What follows belongs to an exercise in optimizing a design on an open flow for small area, a short achievable clock period and few clock cycles per item; a production flow would make more cautious choices. Where RTL was checked, it was by simulation tests only, not by an equivalence proof against the original.

==> inputs of run a <==
// sad_disparity_core
module sad_disparity_core #(
    parameter int CAMERA_HSIZE   = 100,
    parameter int CAMERA_VSIZE   = 100,
    parameter int PIXEL_WIDTH    = 8,
    parameter int MAX_DISP       = 16,
    parameter int WIN_SIZE       = 5,
    parameter int BUF_ADDR_WIDTH = 32,
    parameter int DISP_WIDTH     = 4,
    localparam int COST_WIDTH    = PIXEL_WIDTH + $clog2(WIN_SIZE) + 1
) (
    input  logic                      clk,
    input  logic                      rst_n,
    input  logic                      frame_start,
    output logic [BUF_ADDR_WIDTH-1:0] buf_raddr,
    output logic                      buf_rready,
    input  logic                      buf_rvalid,
    input  logic [PIXEL_WIDTH-1:0]    buf_rdata_l,
    input  logic [PIXEL_WIDTH-1:0]    buf_rdata_r,
    output logic [DISP_WIDTH-1:0]     disp_out,
    output logic                      disp_valid,
    input  logic                      disp_ready,
    output logic                      sad_done
);
==> flow/config.mk <==
export PLATFORM = sky130hd
export DESIGN_NAME = sad_disparity_core
export DESIGN_NICKNAME = sad_disparity_core
export VERILOG_FILES = /design/flow/design.v
export SDC_FILE = /design/flow/constraint.sdc
export NUM_CORES = 4
export LEC_CHECK = 0
export CAP_MARGIN = 20
export CORE_MARGIN = 2
export CORE_UTILIZATION = 40
export CTS_CLUSTER_DIAMETER = 70
export CTS_CLUSTER_SIZE = 24
export SLEW_MARGIN = 20
==> flow/constraint.sdc <==
create_clock -name core_clock -period 30.0 [get_ports {clk}]
set_input_delay 6.0000 -clock core_clock [delete_from_list [all_inputs] [get_ports {clk}]]
set_output_delay 6.0000 -clock core_clock [all_outputs]
set_load 0.01 [all_outputs]
standard.sh (not shown) runs the stock make flow with config.mk's settings and CLKGATE_MAP_FILE= SYNTH_SCRIPT=/design/flow/synth_recipe.tcl, a recipe that flattens the netlist after the stock synthesis.
==> flow/flow/run.sh <==
#!/bin/bash
# The standard layout (standard.sh, all ORFS steps unchanged) with one difference:
# the buffers that global placement puts on every input and output port are
# sky130_fd_sc_hd__buf_4 instead of the delay cell buffer_ports picks by default.
# make's full output goes to standard.log; each ORFS step keeps its own log under orfs/logs.
set -euo pipefail
export BUFFER_PORTS_ARGS="-buffer_cell sky130_fd_sc_hd__buf_4"
bash standard.sh > standard.log 2>&1
==> run b (differences from run a) <==
--- a/flow/design.v
+++ b/flow/design.v
@@ -43,10 +43,11 @@
     logic [AW-1:0]    addr;
     logic [AW-1:0]    addr_inc;
     logic             addr_last;
     logic [2:0]       cnt;
     logic             iv;
+    logic             dv;            
     logic             done_q;
     assign flush      = (fl_cnt != FLW'(FLN));
     assign buf_rready = rr;
     assign buf_raddr  = BUF_ADDR_WIDTH'(addr);
     assign addr_last  = (addr == AW'(NUM_PIX - 1));
@@ -55,14 +56,14 @@
     logic [2:0] cnt_a, cnt_b;
     logic       cred_a, cred_b;      
     logic       rr_nb, rr_b;         
     logic       done_b;
     assign cnt_a  = cnt + iv;
-    assign cnt_b  = cnt + iv - disp_valid;
+    assign cnt_b  = cnt + iv - dv;
     assign cred_a = (cnt_a <= 3'(CAP - 2));
     assign cred_b = (cnt_b <= 3'(CAP - 2));
-    assign done_b = running & ~reading & ~iv & disp_valid & (cnt == 3'd1);
+    assign done_b = running & ~reading & ~iv & dv & (cnt == 3'd1);
     always_comb begin
         logic cred;
         cred = disp_ready ? cred_b : cred_a;
         if (reading) begin
             rr_nb = cred & ~flush;
@@ -76,20 +77,18 @@
         if (!rst_n) begin
             fl_cnt  <= '0;
             running <= 1'b0;
             reading <= 1'b0;
             rr      <= 1'b0;
-            addr    <= '0;
             cnt     <= '0;
             iv      <= 1'b0;
             done_q  <= 1'b0;
         end else begin
             if (flush) fl_cnt <= fl_cnt + 1'b1;
             if (buf_rvalid & rr) begin
                 rr      <= rr_b;
                 reading <= ~addr_last;
-                addr    <= addr_inc;
                 iv      <= 1'b1;
             end else begin
                 rr      <= rr_nb;
                 reading <= reading | (~running & frame_start);
                 iv      <= 1'b0;
@@ -98,32 +97,49 @@
             done_q  <= disp_ready & done_b;
             if (done_q)                        running <= 1'b0;
             else if (~running & frame_start)   running <= 1'b1;
         end
     end
+    always_ff @(posedge clk) begin
+        if (flush)                addr <= '0;
+        else if (buf_rvalid & rr) addr <= addr_inc;
+    end
     logic [PW-1:0] iln, ir;
     always_ff @(posedge clk) begin
         iln <= flush ? '1 : ~buf_rdata_l;
         ir  <= flush ? '0 : buf_rdata_r;
     end
     logic [PW-1:0] lhn [NLH];
     logic [PW-1:0] rh  [NRH];
     logic          hist_en;
     assign hist_en = iv | flush;
+    logic [PW-1:0] lt0, lt5;
+    always_ff @(posedge clk) begin
+        if (hist_en) begin
+            lt0 <= ~iln;
+            lt5 <= ~lhn[WIN_SIZE-1];
+        end
+    end
     always_ff @(posedge clk) begin
         if (hist_en) begin
             lhn[0] <= iln;
             rh[0]  <= ir;
             for (int j = 1; j < NLH; j++) lhn[j] <= lhn[j-1];
             for (int j = 1; j < NRH; j++) rh[j]  <= rh[j-1];
         end
     end
+    function automatic logic carry_out(input logic [PW-1:0] x, input logic [PW-1:0] y);
+        logic c;
+        c = 1'b0;
+        for (int i = 0; i < PW; i++) c = (x[i] & y[i]) | (x[i] & c) | (y[i] & c);
+        carry_out = c;
+    endfunction
     logic [MAX_DISP-1:0] sg1, sg2;
     always_ff @(posedge clk) begin
         for (int d = 0; d < MAX_DISP; d++) begin
-            sg1[d] <= ~(~iln < ((d == 0) ? ir : rh[(d == 0) ? 0 : d - 1]));
-            sg2[d] <= ~(~lhn[WIN_SIZE - 1] < rh[d + WIN_SIZE - 1]);
+            sg1[d] <= ~carry_out((d == 0) ? ir : rh[(d == 0) ? 0 : d - 1], iln);
+            sg2[d] <= ~carry_out(rh[d + WIN_SIZE - 1], lhn[WIN_SIZE - 1]);
         end
     end
     logic          pend;              
     logic [SW-1:0] s  [MAX_DISP];
     logic [SW-1:0] s_nxt [MAX_DISP];
@@ -134,13 +150,13 @@
         logic [PW:0]   cy1, cy2;
         logic [PW-1:0] t1, t2, m1, m2;
         logic          s1, s2;
         logic [SW-1:0] y, z, sm, cr, q;
         logic [SW:0]   cf;
-        an = lhn[0];
-        cn = lhn[WIN_SIZE];
         for (int d = 0; d < MAX_DISP; d++) begin
+            an = (d < MAX_DISP / 2) ? lhn[0]        : ~lt0;
+            cn = (d < MAX_DISP / 2) ? lhn[WIN_SIZE] : ~lt5;
             b  = rh[d];
             e  = rh[d + WIN_SIZE];
             s1 = sg1[d];
             s2 = sg2[d];
             cy1[0] = 1'b0;
@@ -165,87 +181,94 @@
                 s_nxt[d][i] = sm[i] ^ q[i] ^ cf[i];
                 cf[i+1]     = (sm[i] & q[i]) | (sm[i] & cf[i]) | (q[i] & cf[i]);
             end
         end
     end
+    always_ff @(posedge clk) begin
+        for (int d = 0; d < MAX_DISP; d++) begin
+            if (flush)     s[d] <= '0;
+            else if (pend) s[d] <= s_nxt[d];
+        end
+    end
     always_ff @(posedge clk or negedge rst_n) begin
         if (!rst_n) begin
-            for (int d = 0; d < MAX_DISP; d++) s[d] <= '0;
             pend <= 1'b0;
             sv   <= 1'b0;
             scol <= XW'(CAMERA_HSIZE - 1);
         end else begin
             pend <= iv;
             sv   <= pend;
-            if (pend) begin
-                for (int d = 0; d < MAX_DISP; d++) s[d] <= s_nxt[d];
-                scol <= (scol == XW'(CAMERA_HSIZE - 1)) ? '0 : scol + 1'b1;
-            end
+            if (pend) scol <= (scol == XW'(CAMERA_HSIZE - 1)) ? '0 : scol + 1'b1;
         end
     end
     logic [MAX_DISP-1:0] vd;       
     always_comb begin
         for (int d = 0; d < MAX_DISP; d++) vd[d] = (int'(scol) >= d + WIN_SIZE - 1);
     end
+    function automatic logic less(input logic [SW-1:0] a, input logic [SW-1:0] b);
+        logic c;
+        c = 1'b0;
+        for (int i = 0; i < SW; i++) c = (~a[i] & b[i]) | (~a[i] & c) | (b[i] & c);
+        less = c;
+    endfunction
     logic [SW-1:0] w1v [8];
     logic          w1i [8];
     logic [SW-1:0] w2v [4];
     logic [1:0]    w2i [4];
+    logic [SW-1:0] w3v [2];
+    logic [2:0]    w3i [2];
     always_comb begin
         logic sel;
         for (int k = 0; k < 8; k++) begin
-            sel    = vd[2*k+1] & (s[2*k+1] < s[2*k]);
+            sel    = vd[2*k+1] & less(s[2*k+1], s[2*k]);
             w1v[k] = sel ? s[2*k+1] : s[2*k];
             w1i[k] = sel;
         end
         for (int j = 0; j < 4; j++) begin
-            sel    = vd[4*j+2] & (w1v[2*j+1] < w1v[2*j]);
+            sel    = vd[4*j+2] & less(w1v[2*j+1], w1v[2*j]);
             w2v[j] = sel ? w1v[2*j+1] : w1v[2*j];
             w2i[j] = sel ? {1'b1, w1i[2*j+1]} : {1'b0, w1i[2*j]};
         end
+        for (int i = 0; i < 2; i++) begin
+            sel    = vd[8*i+4] & less(w2v[2*i+1], w2v[2*i]);
+            w3v[i] = sel ? w2v[2*i+1] : w2v[2*i];
+            w3i[i] = sel ? {1'b1, w2i[2*i+1]} : {1'b0, w2i[2*i]};
+        end
     end
-    logic [SW-1:0] av [4];
-    logic [1:0]    ai [4];
-    logic          a_v4, a_v8, a_v12;
+    logic [SW-1:0] av [2];
+    logic [2:0]    ai [2];
+    logic          a_v8;
     logic          a_vld;
     always_ff @(posedge clk) begin
-        for (int j = 0; j < 4; j++) begin
-            av[j] <= w2v[j];
-            ai[j] <= w2i[j];
+        for (int i = 0; i < 2; i++) begin
+            av[i] <= w3v[i];
+            ai[i] <= w3i[i];
         end
-        a_v4  <= vd[4];
-        a_v8  <= vd[8];
-        a_v12 <= vd[12];
+        a_v8 <= vd[8];
     end
     always_ff @(posedge clk or negedge rst_n) begin
         if (!rst_n) a_vld <= 1'b0;
         else        a_vld <= sv;
     end
     logic [DISP_WIDTH-1:0] pd;
     logic [SW-1:0]         pc;
     always_comb begin
-        logic          s3a, s3b, s4;
-        logic [SW-1:0] v3a, v3b;
-        logic [2:0]    i3a, i3b;
-        s3a = a_v4  & (av[1] < av[0]);
-        s3b = a_v12 & (av[3] < av[2]);
-        v3a = s3a ? av[1] : av[0];
-        v3b = s3b ? av[3] : av[2];
-        i3a = s3a ? {1'b1, ai[1]} : {1'b0, ai[0]};
-        i3b = s3b ? {1'b1, ai[3]} : {1'b0, ai[2]};
-        s4  = a_v8 & (v3b < v3a);
-        pd  = DISP_WIDTH'(s4 ? {1'b1, i3b} : {1'b0, i3a});
-        pc  = s4 ? v3b : v3a;
+        logic s4;
+        s4 = a_v8 & less(av[1], av[0]);
+        pd = DISP_WIDTH'(s4 ? {1'b1, ai[1]} : {1'b0, ai[0]});
+        pc = s4 ? av[1] : av[0];
     end
     localparam int OW = DISP_WIDTH;
     logic [OW-1:0] pword;
     assign pword = pd;
     logic [OW-1:0]  fifo [FD];
     logic [FPW-1:0] wp, rp;
     logic [FPW:0]   fcnt;
     logic           f_empty;
     logic [OW-1:0]  oword;
+    logic           dvn;             
+    assign dv      = ~dvn;
     assign f_empty = (fcnt == '0);
     always_ff @(posedge clk) begin
         if (a_vld) fifo[wp] <= pword;
     end
     function automatic logic [FPW-1:0] ptr_inc(input logic [FPW-1:0] p, input logic en);
@@ -261,35 +284,37 @@
         logic load0, take0, push0, take1, push1;
         logic [OW-1:0] head;
         head  = f_empty ? pword : fifo[rp];
         take1 = ~f_empty;
         push1 = a_vld & ~f_empty;
-        load0 = ~disp_valid;
+        load0 = ~dv;
         take0 = load0 & ~f_empty;
         push0 = a_vld & ~(load0 & f_empty);
         rp_1   = ptr_inc(rp, take1);
         rp_0   = ptr_inc(rp, take0);
         wp_1   = ptr_inc(wp, push1);
         wp_0   = ptr_inc(wp, push0);
         fcnt_1 = fcnt + (FPW+1)'(push1) - (FPW+1)'(take1);
         fcnt_0 = fcnt + (FPW+1)'(push0) - (FPW+1)'(take0);
         dv_1   = ~f_empty | a_vld;
-        dv_0   = disp_valid | ~f_empty | a_vld;
+        dv_0   = dv | ~f_empty | a_vld;
         ow_1   = head;
-        ow_0   = disp_valid ? oword : head;
+        ow_0   = dv ? oword : head;
     end
     always_ff @(posedge clk or negedge rst_n) begin
         if (!rst_n) begin
             wp         <= '0;
             rp         <= '0;
             fcnt       <= '0;
             disp_valid <= 1'b0;
+            dvn        <= 1'b1;
         end else begin
             wp         <= disp_ready ? wp_1   : wp_0;
             rp         <= disp_ready ? rp_1   : rp_0;
             fcnt       <= disp_ready ? fcnt_1 : fcnt_0;
             disp_valid <= disp_ready ? dv_1   : dv_0;
+            dvn        <= disp_ready ? ~dv_1  : ~dv_0;
         end
     end
     always_ff @(posedge clk) begin
         oword <= disp_ready ? ow_1 : ow_0;
     end
==> flow/flow/run.sh (replaced) <==
#!/bin/bash
# The standard layout (standard.sh, all ORFS steps unchanged) with two differences:
#  - the buffers that global placement puts on every input and output port are
#    sky130_fd_sc_hd__buf_2 instead of the delay cell buffer_ports picks by default;
#  - clock tree synthesis runs without dummy loads (sink clusters of at most 30 flip-flops within 60 um).
# make's full output goes to standard.log; each ORFS step keeps its own log under orfs/logs.
set -euo pipefail
export BUFFER_PORTS_ARGS="-buffer_cell sky130_fd_sc_hd__buf_2"
export CTS_ARGS="-sink_clustering_enable -repair_clock_nets -sink_clustering_size 30 -sink_clustering_max_diameter 60 -dont_use_dummy_load"
bash standard.sh > standard.log 2>&1
==> flow/config.mk (replaced) <==
export PLATFORM = sky130hd
export DESIGN_NAME = sad_disparity_core
export DESIGN_NICKNAME = sad_disparity_core
export VERILOG_FILES = /design/flow/design.v
export SDC_FILE = /design/flow/constraint.sdc
export NUM_CORES = 4
export LEC_CHECK = 0
export CAP_MARGIN = 20
export CORE_MARGIN = 2
export CORE_UTILIZATION = 60
export SLEW_MARGIN = 20
==> run c (differences from run a) <==
--- a/flow/design.v
+++ b/flow/design.v
@@ -118,12 +118,12 @@
         end
     end
     logic [MAX_DISP-1:0] sg1, sg2;
     always_ff @(posedge clk) begin
         for (int d = 0; d < MAX_DISP; d++) begin
-            sg1[d] <= ~(~iln < ((d == 0) ? ir : rh[(d == 0) ? 0 : d - 1]));
-            sg2[d] <= ~(~lhn[WIN_SIZE - 1] < rh[d + WIN_SIZE - 1]);
+            sg1[d] <= (((d == 0) ? ir : rh[(d == 0) ? 0 : d - 1]) < ~iln);
+            sg2[d] <= (rh[d + WIN_SIZE - 1] < ~lhn[WIN_SIZE - 1]);
         end
     end
     logic          pend;              
     logic [SW-1:0] s  [MAX_DISP];
     logic [SW-1:0] s_nxt [MAX_DISP];
@@ -141,12 +141,12 @@
         for (int d = 0; d < MAX_DISP; d++) begin
             b  = rh[d];
             e  = rh[d + WIN_SIZE];
             s1 = sg1[d];
             s2 = sg2[d];
-            cy1[0] = 1'b0;
-            cy2[0] = 1'b0;
+            cy1[0] = 1'b1;
+            cy2[0] = 1'b1;
             for (int i = 0; i < PW; i++) begin
                 t1[i]    = b[i] ^ an[i] ^ cy1[i];
                 cy1[i+1] = (b[i] & an[i]) | (b[i] & cy1[i]) | (an[i] & cy1[i]);
                 t2[i]    = e[i] ^ cn[i] ^ cy2[i];
                 cy2[i+1] = (e[i] & cn[i]) | (e[i] & cy2[i]) | (cn[i] & cy2[i]);
@@ -157,12 +157,12 @@
             z  = {{(SW-PW){1'b1}}, m2};
             for (int i = 0; i < SW; i++) begin
                 sm[i] = s[d][i] ^ y[i] ^ z[i];
                 cr[i] = (s[d][i] & y[i]) | (s[d][i] & z[i]) | (y[i] & z[i]);
             end
-            q = {cr[SW-2:0], ~s1};
-            cf[0] = s2;
+            q = {cr[SW-2:0], s1};
+            cf[0] = ~s2;
             for (int i = 0; i < SW; i++) begin
                 s_nxt[d][i] = sm[i] ^ q[i] ^ cf[i];
                 cf[i+1]     = (sm[i] & q[i]) | (sm[i] & cf[i]) | (q[i] & cf[i]);
             end
         end
--- a/flow/config.mk
+++ b/flow/config.mk
@@ -6,8 +6,6 @@
 export NUM_CORES = 4
 export LEC_CHECK = 0
 export CAP_MARGIN = 20
 export CORE_MARGIN = 2
 export CORE_UTILIZATION = 40
-export CTS_CLUSTER_DIAMETER = 70
-export CTS_CLUSTER_SIZE = 24
 export SLEW_MARGIN = 20
==> impl_metrics.toml <==
[run_status]
outcome = "no timing/DRC/antenna violations"

[route]
wl_met1_mm = 51.4
drt_iter0_drc = 1830

[global_route]
grt_pass1_vias = 27188

[synth]
ys_top_cells_by_area = "fa_1, edfxtp_1, dfrtp_1, ha_1, inv_1"
synthXorXnorAreaFrac_pct = 7.47

[setup_path]
startpoint = "addr[7]"

[sta]
relSlewSlack_pct = 28.5
That was run a.
==> impl_metrics.toml <==
[global_route]
grt_pass1_vias = 26202
grt_max_degree = 174

[placement]
hpwl_mm = 83.7

[synth]
ys_top_cells_by_area = "fa_1, edfxtp_1, dfxtp_1, mux2i_1, xnor2_1"
synthXorXnorAreaFrac_pct = 8.19

[run_status]
outcome = "no timing/DRC/antenna violations"

[layout]
nNonClkBuffers = 58

[route]
wl_met1_mm = 50.0
routed_wl_mm = 108
drt_iter0_drc = 2883

[sta]
relSlewSlack_pct = 23.2
That was run b.
==> impl_metrics.toml <==
[synth]
synthXorXnorAreaFrac_pct = 7.42
synth_edf_count = 240
ys_top_cells_by_area = "fa_1, edfxtp_1, dfrtp_1, ha_1, dfxtp_1"

[global_route]
grt_pass1_vias = 27004

[layout]
n_sequential_cell = 567

[route]
drt_iter0_drc = 2037
wl_met1_mm = 52.5

[setup_path]
startpoint = "rst_n"

[run_status]
outcome = "no timing/DRC/antenna violations"

[sta]
relSlewSlack_pct = 17.1
slew_violations = 0

[clock_tree]
cts_root_buf = "clkbuf_16"
That was run c.
Testbench counts of run b, summed over its fixed seeds: cycles 120,164, pixels 120,000.
Only the layout flow was run in run a and run c; the RTL was not checked for function there.

-- afterwards: timing with drivers on the ports --
Ports are ideal in the flow. The routed layouts listed here were re-timed in OpenROAD.
Step 1 assumes that a clkbuf_16 drives the clock port and a buf_2 every other input.
Step 2 times the ports against the registers' clock, not the clock port: input delays grow and output delays shrink by t, the midpoint of the rising clock arrivals with the driver on.
Three values: ideal, step 1, step 2; two values: the first two.
run	t, ns	slack for setup (ns)	hold slack, ns	latest minus earliest clock arrival (ns)	worst slew at a driven data input, ns
run a	0.740	22.692 / 22.620 / 22.246	0.355 / 0.355 / 0.355	0.066 / 0.067	0.06
run b	0.653	22.767 / 22.701 / 22.655	0.350 / 0.350 / 0.350	0.062 / 0.063	0.04
run c	0.686	22.419 / 22.440 / 21.754	0.355 / 0.355 / 0.355	0.031 / 0.031	0.05
After both steps every run listed still meets setup and hold. For run c, which loses most, drivers alone change the setup slack by +0.021 ns; drivers and shift together by -0.665 ns. The worst setup slack also covers recovery checks on asynchronous resets.
